What follows belongs to an exercise in optimizing a design on an open flow for small area; a production flow would make more cautious choices. Function was checked by simulation only, so behaviour that the tests miss may differ from the original. No activity file was given, so power comes from the tool's default toggle rates.

### design.v
package rxTxPkg;
   typedef struct packed {
      logic [7:0]            marker;
      logic [7:0]            channel;
      logic [15:0]           seqNum;
      logic [7:0]            length;       
      logic [55:0]           reserved;
      logic [32-1:0] seed;
   } pktHeader_t;
   typedef union packed {
      pktHeader_t                 header;
      logic [3:0][32-1:0] sample;    
   } pktWord_u;
endpackage
`timescale 1ns/1ns
module lcbRegs (
   input  logic                                 lcbClk,
   input  logic                                 reset,
   input  logic [16-1:0]                lcbAddress,
   input  logic [32-1:0]                lcbDataIn,
   input  logic                                 lcbWrite,
   input  logic                                 lcbRead,
   input  logic                                 lcbCoreSelect,
   output logic [32-1:0]                lcbDataOut,
   output logic                                 lcbAck,
   output logic [4-1:0]              chanSelect,
   output logic                                 chanWrite,
   output logic                                 chanRead,
   output logic [3:0]                           chanOffset,
   output logic [32-1:0]                chanWriteData,
   input  logic [4-1:0]              chanAck,
   input  logic [4*32-1:0]   chanReadData
);
   logic                    strobe;
   logic                    chanHit;
   logic [1:0]              chanIdx;
   logic                    localAck;
   logic [32-1:0]   localData;
   logic [32-1:0]   scratch;
   logic [4*32-1:0] chanData;
   assign strobe  = lcbCoreSelect & (lcbWrite | lcbRead);
   assign chanHit = (lcbAddress[15:12] == 4'h1);
   assign chanIdx = lcbAddress[9:8];
   always_ff @(posedge lcbClk or posedge reset)
   begin
      if (reset)
      begin
         localAck  <= 1'b0;
         localData <= '0;
         scratch   <= '0;
      end
      else
      begin
         localAck  <= strobe & ~chanHit;
         localData <= '0;
         if (strobe & ~chanHit)
         begin
            if (lcbWrite && lcbAddress == 16'h0004)
               scratch <= lcbDataIn;
            if (lcbRead)
            begin
               case (lcbAddress)
                  16'h0000:      localData <= 32'h52580001;
                  16'h0004: localData <= scratch;
                  default:         localData <= '0;
               endcase
            end
         end
      end
   end
   assign chanWrite     = lcbWrite;
   assign chanRead      = lcbRead;
   assign chanOffset    = lcbAddress[3:0];
   assign chanWriteData = lcbDataIn;
   for (genvar i = 0; i < 4; i++)
   begin : genPort
      assign chanSelect[i] = strobe & chanHit & (chanIdx == 2'(i));
      assign chanData[i*32 +: 32] = chanAck[i] ? chanReadData[i*32 +: 32] : '0;    
   end
   assign lcbAck = localAck | (|chanAck);
   always_comb
   begin
      lcbDataOut = localAck ? localData : '0;
      for (int i = 0; i < 4; i++)
         lcbDataOut = lcbDataOut | chanData[i*32 +: 32];
   end
endmodule
`timescale 1ns/1ns
module packetChannel #(
   parameter int CHANNEL = 0
) (
   input  logic                  lcbClk,
   input  logic                  reset,
   input  logic                  trigIn,
   input  logic                  busSelect,
   input  logic                  busWrite,
   input  logic                  busRead,
   input  logic [3:0]            busOffset,
   input  logic [32-1:0] busWriteData,
   output logic                  busAck,
   output logic [32-1:0] busReadData,
   output logic                  c2sRequest,
   output logic                  c2sLast,
   output logic [128-1:0] c2sDataOut,
   input  logic                  c2sGrant
);
   logic                  enable;
   logic [3:0]            lenReg;
   logic [32-1:0] seedReg;
   logic [32-1:0] pktCount;
   logic                  busy;
   logic                  headerPhase;
   logic [3:0]            wordIdx;       
   logic [3:0]            capLen;
   logic [32-1:0] capSeed;
   logic [15:0]           seqCount;
   logic                  start;
   logic                  xfer;
   logic                  lastWord;
   logic [32-1:0] sampleBase;
   rxTxPkg::pktHeader_t   header;
   rxTxPkg::pktWord_u     word;
   always_ff @(posedge lcbClk or posedge reset)
   begin
      if (reset)
      begin
         enable      <= 1'b0;
         lenReg      <= 4'd1;
         seedReg     <= '0;
         busAck      <= 1'b0;
         busReadData <= '0;
      end
      else
      begin
         busAck      <= busSelect;
         busReadData <= '0;
         if (busSelect && busWrite)
         begin
            case (busOffset)
               4'h0: enable  <= busWriteData[0];
               4'h4:  lenReg  <= busWriteData[3:0];
               4'h8: seedReg <= busWriteData;
               default:     ;
            endcase
         end
         if (busSelect && busRead)
         begin
            case (busOffset)
               4'h0:  busReadData <= {31'd0, enable};
               4'h4:   busReadData <= {28'd0, lenReg};
               4'h8:  busReadData <= seedReg;
               4'hC: busReadData <= pktCount;
               default:      busReadData <= '0;
            endcase
         end
      end
   end
   assign start    = trigIn & enable & ~busy;    
   assign xfer     = c2sRequest & c2sGrant;
   assign lastWord = headerPhase ? (capLen == 4'd0) : (wordIdx == capLen - 4'd1);
   always_ff @(posedge lcbClk or posedge reset)
   begin
      if (reset)
      begin
         busy        <= 1'b0;
         headerPhase <= 1'b0;
         wordIdx     <= '0;
         seqCount    <= '0;
         pktCount    <= '0;
      end
      else if (start)
      begin
         busy        <= 1'b1;
         headerPhase <= 1'b1;
         wordIdx     <= '0;
      end
      else if (xfer)
      begin
         headerPhase <= 1'b0;
         if (lastWord)
         begin
            busy     <= 1'b0;
            seqCount <= seqCount + 16'd1;
            pktCount <= pktCount + 1'b1;
         end
         else if (!headerPhase)
            wordIdx <= wordIdx + 4'd1;
      end
   end
   always_ff @(posedge lcbClk)
   begin
      if (start)
      begin
         capLen  <= lenReg;
         capSeed <= seedReg;
      end
   end
   assign sampleBase = capSeed + {26'd0, wordIdx, 2'b00};
   always_comb
   begin
      header          = '0;
      header.marker   = 8'hA5;
      header.channel  = 8'(CHANNEL);
      header.seqNum   = seqCount;
      header.length   = {4'd0, capLen};
      header.seed     = capSeed;
      word            = '0;
      if (headerPhase)
         word.header = header;
      else
         for (int s = 0; s < 4; s++)
            word.sample[s] = sampleBase + s;
   end
   assign c2sRequest = busy;
   assign c2sLast    = lastWord;
   assign c2sDataOut = word;
endmodule
`timescale 1ns/1ns
module c2sArbiter (
   input  logic                               lcbClk,
   input  logic                               reset,
   input  logic                               c2sFifoFull,
   input  logic [4-1:0]            srcRequest,
   input  logic [4-1:0]            srcLast,
   input  logic [4*128-1:0] srcData,
   output logic [4-1:0]            srcGrant,
   output rxTxPkg::pktWord_u                   c2sData,
   output logic                               c2sWrite
);
   localparam int IDX_W = $clog2(4);
   logic [4-1:0] reqVec;
   logic [4-1:0] lastVec;
   logic [4-1:0] grantVec;
   logic                    locked;
   logic [IDX_W-1:0]        owner;
   logic [IDX_W-1:0]        rrPtr;       
   logic [IDX_W-1:0]        pickIdx;
   logic [IDX_W-1:0]        cand;
   logic                    pickValid;
   logic [IDX_W-1:0]        curIdx;
   logic                    curValid;
   logic                    xfer;
   assign reqVec   = srcRequest;
   assign lastVec  = srcLast;
   assign srcGrant = grantVec;
   always_comb
   begin
      pickIdx   = rrPtr;
      pickValid = 1'b0;
      cand      = rrPtr;
      for (int k = 4; k > 0; k--)
      begin
         cand = rrPtr + IDX_W'(k);
         if (reqVec[cand])
         begin
            pickIdx   = cand;
            pickValid = 1'b1;
         end
      end
   end
   assign curIdx   = locked ? owner : pickIdx;
   assign curValid = locked | pickValid;
   assign grantVec = (curValid & ~c2sFifoFull) ?
                     ({{(4-1){1'b0}}, 1'b1} << curIdx) : '0;
   assign xfer     = |(grantVec & reqVec);
   always_ff @(posedge lcbClk or posedge reset)
   begin
      if (reset)
      begin
         locked   <= 1'b0;
         owner    <= '0;
         rrPtr    <= '0;
         c2sWrite <= 1'b0;
      end
      else
      begin
         c2sWrite <= xfer;
         if (xfer)
         begin
            if (lastVec[curIdx])
            begin
               locked <= 1'b0;    
               rrPtr  <= curIdx;
            end
            else
            begin
               locked <= 1'b1;
               owner  <= curIdx;
            end
         end
      end
   end
   always_ff @(posedge lcbClk)
   begin
      if (xfer)
         c2sData <= srcData[curIdx*128 +: 128];
   end
endmodule
`timescale 1ns/1ns
module rxTxCore (
   input  logic                  lcbClk,
   input  logic                  reset,
   input  logic [16-1:0] lcbAddress,
   input  logic [32-1:0] lcbDataIn,
   input  logic                  lcbWrite,
   input  logic                  lcbRead,
   input  logic                  lcbCoreSelect,
   output logic [32-1:0] lcbDataOut,
   output logic                  lcbAck,
   input  logic                  trigIn,
   input  logic                  c2sFifoFull,
   output logic [128-1:0] c2sData,
   output logic                  c2sWrite
);
   logic [4-1:0]                chanSelect;
   logic                                   chanWrite;
   logic                                   chanRead;
   logic [3:0]                             chanOffset;
   logic [32-1:0]                  chanWriteData;
   logic [4-1:0]                chanAck;
   logic [4*32-1:0]     chanReadData;
   logic [4-1:0]                chanRequest;
   logic [4-1:0]                chanLast;
   logic [4*128-1:0]     chanData;
   logic [4-1:0]                chanGrant;
   lcbRegs regs (
      .lcbClk        (lcbClk),
      .reset         (reset),
      .lcbAddress    (lcbAddress),
      .lcbDataIn     (lcbDataIn),
      .lcbWrite      (lcbWrite),
      .lcbRead       (lcbRead),
      .lcbCoreSelect (lcbCoreSelect),
      .lcbDataOut    (lcbDataOut),
      .lcbAck        (lcbAck),
      .chanSelect    (chanSelect),
      .chanWrite     (chanWrite),
      .chanRead      (chanRead),
      .chanOffset    (chanOffset),
      .chanWriteData (chanWriteData),
      .chanAck       (chanAck),
      .chanReadData  (chanReadData)
   );
   for (genvar i = 0; i < 4; i++)
   begin : genChan
      packetChannel #(.CHANNEL(i)) channel (
         .lcbClk       (lcbClk),
         .reset        (reset),
         .trigIn       (trigIn),
         .busSelect    (chanSelect[i]),
         .busWrite     (chanWrite),
         .busRead      (chanRead),
         .busOffset    (chanOffset),
         .busWriteData (chanWriteData),
         .busAck       (chanAck[i]),
         .busReadData  (chanReadData[i*32 +: 32]),
         .c2sRequest   (chanRequest[i]),
         .c2sLast      (chanLast[i]),
         .c2sDataOut   (chanData[i*128 +: 128]),
         .c2sGrant     (chanGrant[i])
      );
   end
   c2sArbiter arbiter (
      .lcbClk      (lcbClk),
      .reset       (reset),
      .c2sFifoFull (c2sFifoFull),
      .srcRequest  (chanRequest),
      .srcLast     (chanLast),
      .srcData     (chanData),
      .srcGrant    (chanGrant),
      .c2sData     (c2sData),
      .c2sWrite    (c2sWrite)
   );
endmodule
### config.mk
export PLATFORM = sky130hd
export DESIGN_NAME = rxTxCore
export DESIGN_NICKNAME = rxTxCore
export VERILOG_FILES = /design/flow/design.v
export SDC_FILE = /design/flow/constraint.sdc
export NUM_CORES = 4
export LEC_CHECK = 0
export CAP_MARGIN = 20
export CORE_MARGIN = 2
export CORE_UTILIZATION = 40
export SLEW_MARGIN = 20
### constraint.sdc
create_clock -name core_clock -period 6.0 [get_ports {lcbClk}]
set_input_delay 1.2000 -clock core_clock [delete_from_list [all_inputs] [get_ports {lcbClk}]]
set_output_delay 1.2000 -clock core_clock [all_outputs]
set_load 0.01 [all_outputs]
### run.sh
#!/bin/bash
# synth_recipe.tcl (not shown) runs the flow's synth.tcl, then flattens the netlist and writes it again
# the make line also repeats each setting of config.mk as NAME=value (left out here)
make -C /OpenROAD-flow-scripts/flow DESIGN_CONFIG=/design/flow/config.mk WORK_HOME=/design/flow/orfs CLKGATE_MAP_FILE= SYNTH_SCRIPT=/design/flow/synth_recipe.tcl finish
==> flow_metrics.tcl <==
set metrics [dict create \
    fin_skew_ns 0.08341 \
    grt_pass1_vias 39350 \
    drt_iter0_drc 5485 \
    ir_drop_uv 203.7 \
    grt-busiest-layer "met2" \
    drc_errors 0 \
    max_freq_mhz 184.3 \
    cts_buffers 89 \
    rrSetupSlack_ns 0.57 \
    synthCells 4783 \
    total_power_mw 12.88 \
    hold_slack_ns 0.4683 \
    fp.dieArea_mm2 0.1227 \
    synthToLayoutAreaGrowth_pct 16.36 \
    status "complete, no violations" \
    wl_per_cell_um 31.60 \
    die_width_um 350.3 \
    met2_usage 0.5172 \
    setup_slack_ns 0.5734 \
    ys_seq_area_frac 0.4662 \
    holdBufCountCts 0 \
    pre_cts_ws_ns 0.6162 \
    portBuffers 216 \
    regToRegEndpoint "arbiter.c2sData[61]$_DFFE_PN_" \
    min_period_ns 5.427 \
    core_area_mm2 0.1195 \
    crit_type "flop to flop" \
    r2r-start "genChan[1].channel.wordIdx[0]$_DFFE_PP0P_" \
    synth_edf_count 272 \
    path_clk_slew_ns 0.07 \
    grt_max_degree 160 \
    drv_cap 0 \
    utilization 0.4671 \
    wl_mm 210.7 \
    post-cts-setup-buffers 0 \
    crit_slowest_cell "nor4_1" \
    setup_viol 0 \
    initial_core_util 0.4014 \
    cts_sinks 839 \
    period_share 0.9044 \
    hold_end "genChan[1].channel.pktCount[31]$_DFFE_PP0P_" \
    dieHeight_um 350.3 \
    cts_tree "done" \
    synth.avg_cell_area_um2 10.03 \
    grt_first_pass_wirelength_mm 296.9 \
    gr-usage-met3 0.05816 \
    num_vias 40980 \
    firstDrtPassIters 7 \
    ff2ff_path_depth 12 \
    synth_most_common_cell "dfrtp_1" \
    start_kind "flop" \
    groute.usage.overall 0.3398 \
    h-tree-depth 3 \
    rsz0062_at_grt "false" \
    grt.met1_usage 0.4731 \
    netlist.area_leader.share 0.2937 \
    clk-insertion-delay-late_ns 0.72 \
    ys_warn_count 6 \
    maxSlewHeadroom 0.1624 \
    critPathLaunch "genChan[1].channel.wordIdx[0]$_DFFE_PP0P_" \
    async_reset_ff_frac 0.6758 \
    slowest_delay_ns 0.69 \
    synthTopCellsByCount "563 x dfrtp_1, 449 x nand2_1, 434 x nor2_1" \
    worst_pin_slew_ns 1.247 \
    fin_cells 6668 \
    hpwl_mm 163.5 \
    cp_data_arrival_time_ns 5.89 \
    slew_violations 0 \
    ys.flop_type "dfrtp_1" \
    holdCritStartpoint "genChan[1].channel.pktCount[31]$_DFFE_PP0P_" \
    layout-drive-gt1-share 0.1235 \
    synth_area_mm2 0.04797 \
    hold_path.class "flop to flop" \
    ys_types 100 \
    critPathMaxFanout 14 \
    rows 127 \
    worstPathRequired_ns 6.47 \
    synth.largest_area_cell "dfrtp_1" \
    synth.area.top_cells "dfrtp_1 29%, edfxtp_1 17%, xnor2_1 7.8%" \
    hold_violations 0 \
    dp.cells 6494 \
    power_density_mw_per_mm2 230.7 \
    ys_ff_latch 839 \
    cts_buffer_depth 3 \
    io-pin-count 217 \
    post_cts_resized 0 \
    final_nets 5082 \
    cp_cell_sequence "ha_1 -> fa_1 -> a21o_1 -> a21oi_2 -> buf_4 -> o31ai_1 -> a22oi_1 -> nand3_1 -> nor4_1 -> nand2_1 -> mux2i_1 -> or4_1" \
    antenna_found_initial 9 \
    critical_path.endpoint_type "flop" \
    synth_fp_nets 4890 \
    worstHoldPathCells 1 \
    finalWeightedCongestion 1.079 \
    grt_overflow 0 \
    vias_per_cell 6.146 \
    leakage_nw 21.58 \
    ant_nets 0 \
    root_buffer "clkbuf_16" \
]
[through the flow]
stage	area (um^2)	setup TNS (ns)
after global routing	55800	0
after floorplan	47980	-1646.05
final	55810	0
after global placement	52580	0
after CTS	55730	0
after detailed placement	52610	0
[where the power goes]
| part | internal, mW | leakage, nW | switching, mW |
|---|---|---|---|
| combinational | 0.264 | 9.48 | 0.697 |
| clock | 3.38 | 1.52 | 2.50 |
| sequential | 5.97 | 10.6 | 0.0652 |
| total | 9.62 | 21.6 | 3.26 |
[state kept, by name, indices dropped and copies added (netlist names), 16 cells and up]
name                         flops
arbiter.c2sData                128
genChan.channel.busReadData    128
genChan.channel.capSeed        128
genChan.channel.pktCount       128
genChan.channel.seedReg        128
genChan.channel.seqCount        64
regs.localData                  32
regs.scratch                    32
genChan.channel.capLen          16
genChan.channel.lenReg          16
genChan.channel.wordIdx         16
[cell usage in the layout, fill, tap and decap left out, types with 74 or more instances in the layout]
| cell type | synthesis | layout |
|---|---|---|
| a21oi_1 | 98 | 96 |
| a22oi_1 | 235 | 235 |
| and2_1 | 75 | 75 |
| buf_4 | 4 | 163 |
| clkbuf_16 | 0 | 91 |
| clkdlybuf4s50_1 | 0 | 216 |
| dfrtp_1 | 563 | 557 |
| edfxtp_1 | 272 | 272 |
| mux2_2 | 198 | 198 |
| mux2i_1 | 85 | 85 |
| nand2_1 | 449 | 449 |
| nand3_1 | 166 | 166 |
| nand4_1 | 131 | 131 |
| nor2_1 | 434 | 422 |
| nor3_1 | 142 | 142 |
| nor4_1 | 76 | 74 |
| o21ai_0 | 150 | 149 |
| xnor2_1 | 426 | 425 |
| xor2_1 | 233 | 231 |
[worst max path at each step]
stage | slack, ns | cells past startpoint | end
floorplan | -2.92 | 1 | arbiter.c2sWrite$_DFF_PP0_
global placement | 0.58 | 11 | arbiter.c2sData[59]$_DFFE_PN_
detailed placement | 0.62 | 11 | arbiter.c2sData[127]$_DFFE_PN_
CTS | 0.59 | 11 | arbiter.c2sData[127]$_DFFE_PN_
global route | 0.40 | 12 | arbiter.c2sData[61]$_DFFE_PN_
finish | 0.57 | 12 | arbiter.c2sData[61]$_DFFE_PN_
[metal layers]
layer,share of wire,vias to the layer above
met4,0.050,6
met1,0.42,20520
met5,0.00022,-
met3,0.087,427
met2,0.44,2168
li1,-,17860
[worst max-delay path: cells and delay by family (launching register included)]
| family | cells | cell delay [ns] |
|---|---|---|
| AOI/OAI and AO/OA | 4 | 1.59 |
| adders and majority gates | 2 | 0.71 |
| buffers and inverters | 1 | 0.33 |
| DFF | 1 | 0.44 |
| muxes | 1 | 0.16 |
| and+or+nand+nor | 4 | 1.94 |
[cell type report]
type | instances | area [um^2]
antenna | 4 | 10.01
sequential | 839 | 22370
tap | 1612 | 2017
fill | 11250 | 63680
clock inverter | 47 | 591.8
multi-input combinational | 3587 | 24440
timing repair buffer | 390 | 3597
clock buffer | 121 | 2530
inverter | 68 | 259.0
[cells by family (layout without fill, tap and decap cells)]
logic type | Yosys count | count (layout) | synth area share
XOR/XNOR | 660 | 660 | 0.1207
other | 0 | 4 | 0
buffers and inverters | 357 | 626 | 0.02890
AO/OA/AOI/OAI | 812 | 812 | 0.1201
multiplexers | 283 | 283 | 0.06422
adder cells (fa/ha/maj) | 52 | 52 | 0.01419
flip-flops | 839 | 839 | 0.4662
AND/OR/NAND/NOR | 1780 | 1780 | 0.1857

[re-timing with driven ports]
The results above use ideal ports. As a check the final layout listed here was re-extracted and re-timed, cells and wires unchanged.
Step 1 (the two cells are an assumption about what drives the block):
set clk [get_ports {lcbClk}]
set_driving_cell -lib_cell sky130_fd_sc_hd__clkbuf_16 $clk
set_driving_cell -lib_cell sky130_fd_sc_hd__buf_2 [delete_from_list [all_inputs] $clk]
Step 2 times the ports against the registers' clock, not the clock port: input delays grow and output delays shrink by t, the midpoint of the rising clock arrivals with the driver on.
Three values: ideal, step 1, step 2; two values: the first two.
shift t [ns]: 0.766
setup WS [ns]: 0.573 / 0.573 / 0.573
hold slack, ns: 0.468 / 0.468 / 0.468
worst slew at a driven data input, ns: 0.13
After both steps setup and hold are still met in this run. For this run, drivers alone change the setup slack by 0.000 ns; drivers and shift together by 0.000 ns.
